This is an optimization exercise on Yosys and OpenROAD, whose aim is small area, a short achievable clock period and few clock cycles per item, not a production implementation. The RTL was checked by simulation tests, not by an equivalence proof against the original design. No activity file was given, so power comes from the tool's default toggle rates.

==> flow/design.v (excerpt) <==
module fc_accum #(
  parameter int DATAW = 20,
  parameter int ADDRW = 12,
  parameter int FRAC  = 16,
  parameter int NUM   = 2048,
  parameter int RELU  = 1
) (
  input  logic             i_clk,
  input  logic             i_reset,
  input  logic             i_start,
  input  logic [DATAW-1:0] i_bias,
  output logic             o_busy,
  output logic             o_done,
  output logic             o_crd,
  output logic [ADDRW-1:0] o_caddr_rd,
  input  logic [DATAW-1:0] i_cdata_rd,
  output logic [ADDRW-1:0] o_waddr,
  input  logic [DATAW-1:0] i_wdata,
  output logic             o_cwr,
  output logic [2:0]       o_csel,
  output logic [ADDRW-1:0] o_caddr_wr,
  output logic [DATAW-1:0] o_cdata_wr
);
Size in the first run: roughly 1600 cells after synthesis, ~220 flip-flops, about 130 I/O pins, ~16000 um2 of cells after synthesis.
==> flow/config.mk <==
export PLATFORM = sky130hd
export DESIGN_NAME = fc_accum
export DESIGN_NICKNAME = fc_accum
export VERILOG_FILES = /design/flow/design.v
export SDC_FILE = /design/flow/constraint.sdc
export NUM_CORES = 4
export LEC_CHECK = 0
export CAP_MARGIN = 60
export CORE_MARGIN = 2
export CORE_UTILIZATION = 70
export CTS_CLUSTER_DIAMETER = 80
export CTS_CLUSTER_SIZE = 30
export PLACE_DENSITY = 0.85
export SLEW_MARGIN = 60
export SYNTH_HIERARCHICAL = 1
export SYNTH_MINIMUM_KEEP_SIZE = 0
==> flow/constraint.sdc <==
create_clock -name core_clock -period 12.5 [get_ports {i_clk}]
set_input_delay 2.5000 -clock core_clock [delete_from_list [all_inputs] [get_ports {i_clk}]]
set_output_delay 2.5000 -clock core_clock [all_outputs]
set_load 0.01 [all_outputs]
standard.sh (not shown) runs the stock make flow with config.mk's settings and CLKGATE_MAP_FILE= SYNTH_SCRIPT=/design/flow/synth_recipe.tcl, a recipe that flattens the netlist after the stock synthesis.
==> flow/flow/run.sh <==
#!/bin/bash
# The standard layout, with two changes:
#  - the port buffers are sky130_fd_sc_hd__buf_1 instead of the buffer that
#    buffer_ports picks by default (a delay cell, clkdlybuf4s50_1); the
#    resizer may upsize them as usual;
#  - repair_timing aims for 9 ns of setup slack.
# The clock period, the constraints and every other step are the standard ones.
set -euo pipefail
bash standard.sh "BUFFER_PORTS_ARGS=-buffer_cell sky130_fd_sc_hd__buf_1" SETUP_SLACK_MARGIN=9 finish > standard.log 2>&1
Testbench counts at the start, summed over its fixed seeds: cycles 263,062, items 128.
Rerun with:
--- a/flow/design.v
+++ b/flow/design.v
@@ -832,26 +832,27 @@
   logic [8:0] blk3;
   assign blk3 = {1'b0, s_row[31:24]} + {1'b0, t_row[31:24]} + 9'(cy_q[3]);
   assign acc_d[31:24] = blk3[7:0];
   assign cy_d[4] = blk3[8];
   logic [8:0] blk4;
   assign blk4 = {1'b0, s_row[39:32]} + {1'b0, t_row[39:32]} + 9'(cy_q[4]);
   assign acc_d[39:32] = blk4[7:0];
   assign cy_d[5] = blk4[8];
   logic [11:0] blk5;
   assign blk5 = {1'b0, s_row[50:40]} + {1'b0, t_row[50:40]} + 12'(cy_q[5]);
   assign acc_d[50:40] = blk5[10:0];
   assign cy_d[0] = 1'b0;
+  logic r_idle;    
   always_ff @(posedge i_clk) begin
-    if (w_start & ~i_reset) begin
+    if (r_idle) begin
       acc_q <= {{(AW-36){i_bias[19]}}, i_bias, 1'b1, 15'd0};
       cy_q  <= '0;
     end else begin
       acc_q <= acc_d;
       cy_q  <= cy_d;
     end
   end
   logic n_busy, n_done, n_crd, n_drain;
   logic [10:0] n_cnt;
   always_comb begin
     n_busy  = r_busy;
     n_done  = 1'b0;
@@ -875,37 +876,39 @@
       n_busy  = 1'b0;
       n_done  = 1'b1;
     end
   end
   logic r_csel2;    
   always_ff @(posedge i_clk) begin
     if (i_reset) begin
       r_busy  <= 1'b0;
       r_done  <= 1'b0;
       r_crd   <= 1'b0;
       r_drain <= 1'b0;
       r_csel2 <= 1'b0;
+      r_idle  <= 1'b1;
       r_v1    <= 1'b0;
       v_q     <= 1'b0;
       v2_q    <= 1'b0;
       r_cnt   <= '0;
     end else begin
       r_v1    <= r_crd;
       v_q     <= r_v1;
       v2_q    <= v_q;
       r_busy  <= n_busy;
       r_done  <= n_done;
       r_crd   <= n_crd;
       r_drain <= n_drain;
       r_csel2 <= n_crd | n_done;
+      r_idle  <= ~n_busy;
       r_cnt   <= n_cnt;
     end
   end
   logic [19:0] r_res;
   always_ff @(posedge i_clk) begin
     if (acc_q[AW-1])              r_res <= '0;
     else if (|acc_q[AW-2:35])     r_res <= 20'h7FFFF;
     else                          r_res <= {1'b0, acc_q[34:16]};
   end
   assign o_busy     = r_busy;
   assign o_done     = r_done;
   assign o_crd      = r_crd;
The changed run completed without violations.
Register-to-register slack is worse by 0.03 ns.
Non-clock buffer count went down by 17.
Setup slack loses 0.026 ns.
Flip-flop and latch count went up by 1.
Count of clock-buffer cells in the layout rose by 1.
Via count went down slightly.
Routed wire length came out lower by a few percent.
Hold slack stays flat.
Power is lower by about a fifth.
First-iteration DRC count is lower by a few percent.
Testbench counts after the change, summed over its fixed seeds: cycles 263,062, items 128.

-- afterwards: timing with drivers on the ports --
No port has a modelled driver above. Below, the same layouts with a new extraction and two added sets of constraints. Step 1 sets driving cells, clkbuf_16 on the clock port and buf_2 on the other inputs (assumed; they add their load-dependent delay and slew). Step 2 moves the port delays by t, midway between the first and last clock arrival at a register: inputs arrive t later, outputs are due t later. That takes back most of the time a late clock gives input paths. Three values: ideal ports, drivers, drivers and shift; two values: the first two.
run | shift t [ns] | slack for setup (ns) | worst register clock-pin slew, ns
the first run | 0.532 | 8.986 / 8.937 / 8.546 | 0.11 / 0.11
the second run | 0.536 | 8.960 / 8.954 / 8.720 | 0.12 / 0.12
After both steps every run listed still meets setup and hold. The setup slack of the first run, which loses most, moves by -0.049 ns with the drivers and by -0.440 ns with both steps.
